Context: an optimization exercise on an open-source flow, tuned for small area. The choices shown serve that exercise and are no tape-out recipe. Only simulation tests tie the RTL to the original design; equivalence was not proved. Power and IR drop assume default switching activity.

==> flow/design.v <==
package video_pkg;
    typedef struct packed {
        logic [8-1:0] r;
        logic [8-1:0] g;
        logic [8-1:0] b;
    } rgb888_t;
    typedef struct packed {
        logic [4:0] r;
        logic [5:0] g;
        logic [4:0] b;
    } rgb565_t;
    typedef union packed {
        logic [1:0][7:0] bytes;     
        rgb565_t         rgb;
    } cam_word_u;
    typedef logic [$clog2(24)-1:0] coord_x_t;
    typedef logic [$clog2(12)-1:0] coord_y_t;
endpackage
package ctrl_pkg;
    typedef logic bank_t;                                   
    typedef logic [$clog2((16 * 8))-1:0] fb_addr_t;
    typedef enum logic [1:0] {
        CAP_WAIT    = 2'd0,     
        CAP_WRITE   = 2'd1,
        CAP_PENDING = 2'd2,     
        CAP_SKIP    = 2'd3      
    } cap_state_t;
endpackage
`timescale 1ns/10ps
module cam_capture (
    input  logic               clk_50_4m,
    input  logic               rst,
    input  logic               cam_vsync,
    input  logic               cam_href,
    input  logic               cam_byte_valid,
    input  logic [7:0]         cam_data,
    output logic               pix_valid,
    output logic [15:0]        pix,
    output logic               cam_frame_start
);
    logic      byte_phase;     
    logic      vsync_q;
    always_ff @(posedge clk_50_4m) begin
        if (rst) begin
            byte_phase      <= 1'b0;
            pix_valid       <= 1'b0;
            vsync_q         <= 1'b0;
            cam_frame_start <= 1'b0;
        end else begin
            vsync_q         <= cam_vsync;
            cam_frame_start <= vsync_q & ~cam_vsync;
            pix_valid       <= cam_href & cam_byte_valid & byte_phase;
            if (!cam_href) begin
                byte_phase <= 1'b0;     
            end else if (cam_byte_valid) begin
                byte_phase <= ~byte_phase;
            end
        end
    end
    always_ff @(posedge clk_50_4m) begin
        if (cam_href && cam_byte_valid) begin
            if (byte_phase) begin
                pix[7:0] <= cam_data;
            end else begin
                pix[15:8] <= cam_data;
            end
        end
    end
endmodule
`timescale 1ns/10ps
module video_timing (
    input  logic       clk_50_4m,
    input  logic       rst,
    output logic       vt_de,
    output logic [2:0] vt_row,         
    output logic       vt_frame_start,
    output logic [3:0] vt_phase,       
    output logic       vid_hs,
    output logic       vid_vs,
    output logic       vid_de
);
    localparam int H_SYNC_START = 16 + 2;
    localparam int V_ACT_START  = 2 + 1;
    video_pkg::coord_x_t h_cnt;
    video_pkg::coord_y_t v_cnt;
    logic     hs;
    logic     vs;
    logic     de;
    always_ff @(posedge clk_50_4m) begin
        if (rst) begin
            h_cnt <= '0;
            v_cnt <= '0;
        end else if (h_cnt == video_pkg::coord_x_t'(24 - 1)) begin
            h_cnt <= '0;
            if (v_cnt == video_pkg::coord_y_t'(12 - 1)) begin
                v_cnt <= '0;
            end else begin
                v_cnt <= v_cnt + 1'b1;
            end
        end else begin
            h_cnt <= h_cnt + 1'b1;
        end
    end
    assign hs = (h_cnt >= video_pkg::coord_x_t'(H_SYNC_START)) &&
                (h_cnt <  video_pkg::coord_x_t'(H_SYNC_START + 3));
    assign vs = v_cnt < video_pkg::coord_y_t'(2);
    assign de = (h_cnt <  video_pkg::coord_x_t'(16)) &&
                (v_cnt >= video_pkg::coord_y_t'(V_ACT_START)) &&
                (v_cnt <  video_pkg::coord_y_t'(V_ACT_START + 8));
    assign vt_de          = de;
    assign vt_row         = 3'(v_cnt - video_pkg::coord_y_t'(V_ACT_START));
    assign vt_frame_start = (h_cnt == '0) && (v_cnt == '0);
    assign vt_phase       = {h_cnt[3] ^ v_cnt[0] ^ 1'b1, h_cnt[2:0]};
    always_ff @(posedge clk_50_4m) begin
        if (rst) begin
            vid_hs <= 1'b0;
            vid_vs <= 1'b0;
            vid_de <= 1'b0;
        end else begin
            vid_hs <= hs;
            vid_vs <= vs;
            vid_de <= de;
        end
    end
endmodule
`timescale 1ns/10ps
module frame_buf_mem (
    input  logic                clk_50_4m,
    input  logic                rst,
    input  logic [3:0]          vt_phase,
    input  logic [2:0]          vt_row,
    input  logic                mem_wr_en,
    input  logic                mem_wr_restart,
    input  ctrl_pkg::bank_t     mem_wr_bank,
    input  ctrl_pkg::fb_addr_t  mem_wr_addr,
    input  logic [15:0]         mem_wr_data,
    input  logic                mem_rd_en,
    input  ctrl_pkg::bank_t     mem_rd_bank,
    output logic [15:0]         mem_rd_data     
);
    localparam int NQ = 8;
    logic [15:0]        q_mem [NQ];
    logic [2:0]         q_rd;
    logic [3:0]         q_cnt;
    ctrl_pkg::fb_addr_t q_addr;     
    ctrl_pkg::bank_t    q_bank;
    logic               q_deq;
    logic [3:0]         q_left;
    ctrl_pkg::fb_addr_t q_addr_n;
    ctrl_pkg::bank_t    q_bank_n;
    logic [15:0]        q_head;
    assign q_deq  = (q_cnt != 4'd0) && (q_addr[3:0] == vt_phase);
    assign q_left = q_cnt - 4'(q_deq);
    assign q_head = q_mem[q_rd];
    always_comb begin
        q_addr_n = q_addr;
        q_bank_n = q_bank;
        if (mem_wr_en && q_left == 4'd0) begin
            q_addr_n = mem_wr_addr;
            q_bank_n = mem_wr_bank;
        end else if (q_deq) begin
            q_addr_n = q_addr + 1'b1;
            q_bank_n = q_bank ^ (&q_addr);
        end
    end
    always_ff @(posedge clk_50_4m) begin
        if (mem_wr_en) begin
            q_mem[3'(q_rd + q_cnt[2:0])] <= mem_wr_data;
        end
    end
    always_ff @(posedge clk_50_4m) begin
        q_addr <= q_addr_n;
        q_bank <= q_bank_n;
        if (rst) begin
            q_rd  <= '0;
            q_cnt <= '0;
        end else begin
            q_rd <= q_rd + 3'(q_deq);
            if (mem_wr_restart) begin
                q_cnt <= (q_left != 4'd0 && q_bank_n != mem_wr_bank) ?
                         4'd8 - 4'(q_addr_n[2:0]) : 4'd0;
            end else begin
                q_cnt <= q_left + 4'(mem_wr_en);
            end
        end
    end
    logic [15:0] tap [2][8];
    for (genvar b = 0; b < 2; b++) begin : g_bank
        for (genvar y = 0; y < 8; y++) begin : g_row
            logic [16*16-1:0] lp;
            logic             ld;
            assign ld = q_deq && (q_bank == b) && (q_addr[6:4] == y);
            always_ff @(posedge clk_50_4m) begin
                lp <= {lp[15*16-1:0], ld ? q_head : lp[16*16-1 -: 16]};
            end
            assign tap[b][y] = lp[16*((y % 2 == 0) ? 15 : 7) +: 16];
        end
    end
    always_ff @(posedge clk_50_4m) begin
        if (mem_rd_en) begin
            mem_rd_data <= tap[mem_rd_bank][vt_row];
        end else begin
            mem_rd_data <= '0;
        end
    end
endmodule
`timescale 1ns/10ps
module img_cap_ctrl (
    input  logic               clk_50_4m,
    input  logic               rst,
    input  logic               pix_valid,
    input  logic [15:0]        pix,
    input  logic               cam_frame_start,
    input  logic               vt_de,
    input  logic               vt_frame_start,
    output logic               fb_wr_en,
    output ctrl_pkg::bank_t    fb_wr_bank,
    output ctrl_pkg::fb_addr_t fb_wr_addr,
    output logic [15:0]        fb_wr_data,
    output logic               fb_wr_restart,
    output logic               fb_rd_en,
    output ctrl_pkg::bank_t    fb_rd_bank,
    output logic [8-1:0] frames_stored,
    output logic [8-1:0] frames_dropped
);
    localparam ctrl_pkg::fb_addr_t LAST_ADDR = ctrl_pkg::fb_addr_t'((16 * 8) - 1);
    ctrl_pkg::cap_state_t state;
    ctrl_pkg::fb_addr_t   wr_addr;
    ctrl_pkg::bank_t      wr_bank;
    ctrl_pkg::bank_t      rd_bank;
    logic       rd_valid;         
    logic       stored_pulse;
    logic       swap;
    assign swap = vt_frame_start && ((state == ctrl_pkg::CAP_PENDING) || (state == ctrl_pkg::CAP_SKIP));
    always_ff @(posedge clk_50_4m) begin
        if (rst) begin
            state          <= ctrl_pkg::CAP_WAIT;
            wr_addr        <= '0;
            wr_bank        <= 1'b0;
            rd_bank        <= 1'b0;
            rd_valid       <= 1'b0;
            stored_pulse   <= 1'b0;
            frames_stored  <= '0;
            frames_dropped <= '0;
        end else begin
            stored_pulse <= 1'b0;
            if (stored_pulse) begin
                frames_stored <= frames_stored + 1'b1;
            end
            case (state)
                ctrl_pkg::CAP_WAIT: begin
                    if (cam_frame_start) begin
                        state   <= ctrl_pkg::CAP_WRITE;
                        wr_addr <= '0;
                    end
                end
                ctrl_pkg::CAP_WRITE: begin
                    if (cam_frame_start) begin
                        wr_addr <= '0;                   
                    end else if (pix_valid) begin
                        wr_addr <= wr_addr + 1'b1;
                        if (wr_addr == LAST_ADDR) begin
                            state        <= ctrl_pkg::CAP_PENDING;
                            stored_pulse <= 1'b1;
                        end
                    end
                end
                ctrl_pkg::CAP_PENDING, ctrl_pkg::CAP_SKIP: begin
                    if (swap) begin
                        rd_bank  <= wr_bank;
                        rd_valid <= 1'b1;
                        wr_bank  <= ~wr_bank;
                        state    <= cam_frame_start ? ctrl_pkg::CAP_WRITE : ctrl_pkg::CAP_WAIT;
                        wr_addr  <= '0;
                    end else if (cam_frame_start) begin
                        state          <= ctrl_pkg::CAP_SKIP;
                        frames_dropped <= frames_dropped + 1'b1;
                    end
                end
                default: state <= ctrl_pkg::CAP_WAIT;
            endcase
        end
    end
    assign fb_wr_en   = (state == ctrl_pkg::CAP_WRITE) && pix_valid && !cam_frame_start;
    assign fb_wr_bank = wr_bank;
    assign fb_wr_addr = wr_addr;
    assign fb_wr_data = pix;
    assign fb_wr_restart = (state == ctrl_pkg::CAP_WRITE) && cam_frame_start;
    assign fb_rd_en   = vt_de && rd_valid;
    assign fb_rd_bank = rd_bank;
endmodule
`timescale 1ns/10ps
module stereo_cap_top (
    input  logic               clk_50_4m,
    input  logic               rst,
    input  logic               cam_vsync,
    input  logic               cam_href,
    input  logic               cam_byte_valid,
    input  logic [7:0]         cam_data,
    output logic               vid_hs,
    output logic               vid_vs,
    output logic               vid_de,
    output logic [23:0]        vid_rgb,     
    output logic [8-1:0] frames_stored,
    output logic [8-1:0] frames_dropped
);
    logic                pix_valid;
    logic [15:0]         pix;
    logic                cam_frame_start;
    logic                mem_wr_en;
    ctrl_pkg::bank_t     mem_wr_bank;
    ctrl_pkg::fb_addr_t  mem_wr_addr;
    logic [15:0]         mem_wr_data;
    logic                mem_wr_restart;
    logic                mem_rd_en;
    ctrl_pkg::bank_t     mem_rd_bank;
    logic [15:0]         mem_rd_data;     
    logic                vt_de;
    logic [2:0]          vt_row;
    logic                vt_frame_start;
    logic [3:0]          vt_phase;
    cam_capture cam_capture0 (
        .clk_50_4m       (clk_50_4m),
        .rst             (rst),
        .cam_vsync       (cam_vsync),
        .cam_href        (cam_href),
        .cam_byte_valid  (cam_byte_valid),
        .cam_data        (cam_data),
        .pix_valid       (pix_valid),
        .pix             (pix),
        .cam_frame_start (cam_frame_start)
    );
    img_cap_ctrl img_cap_ctrl0 (
        .clk_50_4m       (clk_50_4m),
        .rst             (rst),
        .pix_valid       (pix_valid),
        .pix             (pix),
        .cam_frame_start (cam_frame_start),
        .vt_de           (vt_de),
        .vt_frame_start  (vt_frame_start),
        .fb_wr_en        (mem_wr_en),
        .fb_wr_bank      (mem_wr_bank),
        .fb_wr_addr      (mem_wr_addr),
        .fb_wr_data      (mem_wr_data),
        .fb_wr_restart   (mem_wr_restart),
        .fb_rd_en        (mem_rd_en),
        .fb_rd_bank      (mem_rd_bank),
        .frames_stored   (frames_stored),
        .frames_dropped  (frames_dropped)
    );
    frame_buf_mem frame_buf_mem0 (
        .clk_50_4m (clk_50_4m),
        .rst         (rst),
        .vt_phase    (vt_phase),
        .vt_row      (vt_row),
        .mem_wr_en   (mem_wr_en),
        .mem_wr_restart (mem_wr_restart),
        .mem_wr_bank (mem_wr_bank),
        .mem_wr_addr (mem_wr_addr),
        .mem_wr_data (mem_wr_data),
        .mem_rd_en   (mem_rd_en),
        .mem_rd_bank (mem_rd_bank),
        .mem_rd_data (mem_rd_data)
    );
    video_timing video_timing0 (
        .clk_50_4m (clk_50_4m),
        .rst       (rst),
        .vt_de          (vt_de),
        .vt_row         (vt_row),
        .vt_frame_start (vt_frame_start),
        .vt_phase       (vt_phase),
        .vid_hs    (vid_hs),
        .vid_vs    (vid_vs),
        .vid_de    (vid_de)
    );
    assign vid_rgb = {mem_rd_data[15:11], mem_rd_data[15:13],
                      mem_rd_data[10:5],  mem_rd_data[10:9],
                      mem_rd_data[4:0],   mem_rd_data[4:2]};
endmodule
==> flow/config.mk <==
export PLATFORM = sky130hd
export DESIGN_NAME = stereo_cap_top
export DESIGN_NICKNAME = stereo_cap_top
export VERILOG_FILES = /design/flow/design.v
export SDC_FILE = /design/flow/constraint.sdc
export NUM_CORES = 4
export LEC_CHECK = 0
export CAP_MARGIN = 20
export CORE_MARGIN = 2
export CORE_UTILIZATION = 70
export CTS_CLUSTER_DIAMETER = 100
export CTS_CLUSTER_SIZE = 26
export SLEW_MARGIN = 20
export SYNTH_MEMORY_MAX_BITS = 8192
==> flow/constraint.sdc <==
create_clock -name core_clock -period 10.0 [get_ports {clk_50_4m}]
set_input_delay 2.0000 -clock core_clock [delete_from_list [all_inputs] [get_ports {clk_50_4m}]]
set_output_delay 2.0000 -clock core_clock [all_outputs]
set_load 0.01 [all_outputs]
run.sh (not shown) runs the stock make flow with config.mk's settings and CLKGATE_MAP_FILE= SYNTH_SCRIPT=/design/flow/synth_recipe.tcl, a recipe that flattens the netlist after the stock synthesis.
Then changed:
--- a/flow/design.v
+++ b/flow/design.v
@@ -191,18 +191,20 @@
             logic             ld;
             assign ld = q_deq && (q_bank == b) && (q_addr[6:4] == y);
             always_ff @(posedge clk_50_4m) begin
-                lp <= {lp[15*16-1:0], ld ? q_head : lp[16*16-1 -: 16]};
+                lp <= {lp[15*16-1:0], (q_head & {16{ld}}) | (lp[16*16-1 -: 16] & ~{16{ld}})};
             end
-            assign tap[b][y] = lp[16*((y % 2 == 0) ? 15 : 7) +: 16];
+            assign tap[b][y] = lp[16*((y % 2 == 0) ? 0 : 8) +: 16];
         end
     end
+    logic       rd_en_q;
+    logic       rd_bank_q;
+    logic [2:0] rd_row_q;
     always_ff @(posedge clk_50_4m) begin
-        if (mem_rd_en) begin
-            mem_rd_data <= tap[mem_rd_bank][vt_row];
-        end else begin
-            mem_rd_data <= '0;
-        end
+        rd_en_q   <= mem_rd_en;
+        rd_bank_q <= mem_rd_bank;
+        rd_row_q  <= vt_row;
     end
+    assign mem_rd_data = rd_en_q ? tap[rd_bank_q][rd_row_q] : '0;
 endmodule
 `timescale 1ns/10ps
 module img_cap_ctrl (
Worst setup slack got worse by 2200 ps.
Clock power barely changes.
Fmax decreases by about 35%.
Final cell count increases by about 0.56%.
Total power increases by about 1.5%.
Global-route usage hardly moves.
Area after synthesis decreases by 0.57%.
Count of clock-buffer cells in the layout decreases by 2.
First-iteration DRC count decreases by 3.0%.
Register-to-register slack improved by 350 ps.
Cell area decreases by about 0.5%.
Die area decreases by 0.57%.

what the ideal ports hide:
Ports are ideal in the flow. The routed layouts listed here were re-timed in OpenROAD.
Step 1: set_driving_cell puts a clkbuf_16 on clk_50_4m and a buf_2 on each other input, an assumption about the parent block.
Step 2 also shifts input and output timing later by t, the mid clock arrival at the registers, as if the neighbouring blocks saw the same clock.
Three values: ideal ports, drivers, drivers and shift; two values: the first two.
| run | t, ns | setup slack, ns | hold WS [ns] | worst slew at a driven data input, ns |
|---|---|---|---|---|
| the first run | 0.887 | 5.731 / 5.731 / 5.731 | 0.301 / 0.301 / 0.301 | 0.04 |
| the second run | 0.892 | 3.482 / 3.406 / 4.298 | 0.317 / 0.317 / 0.317 | 0.05 |
After both steps every run listed still meets setup and hold.
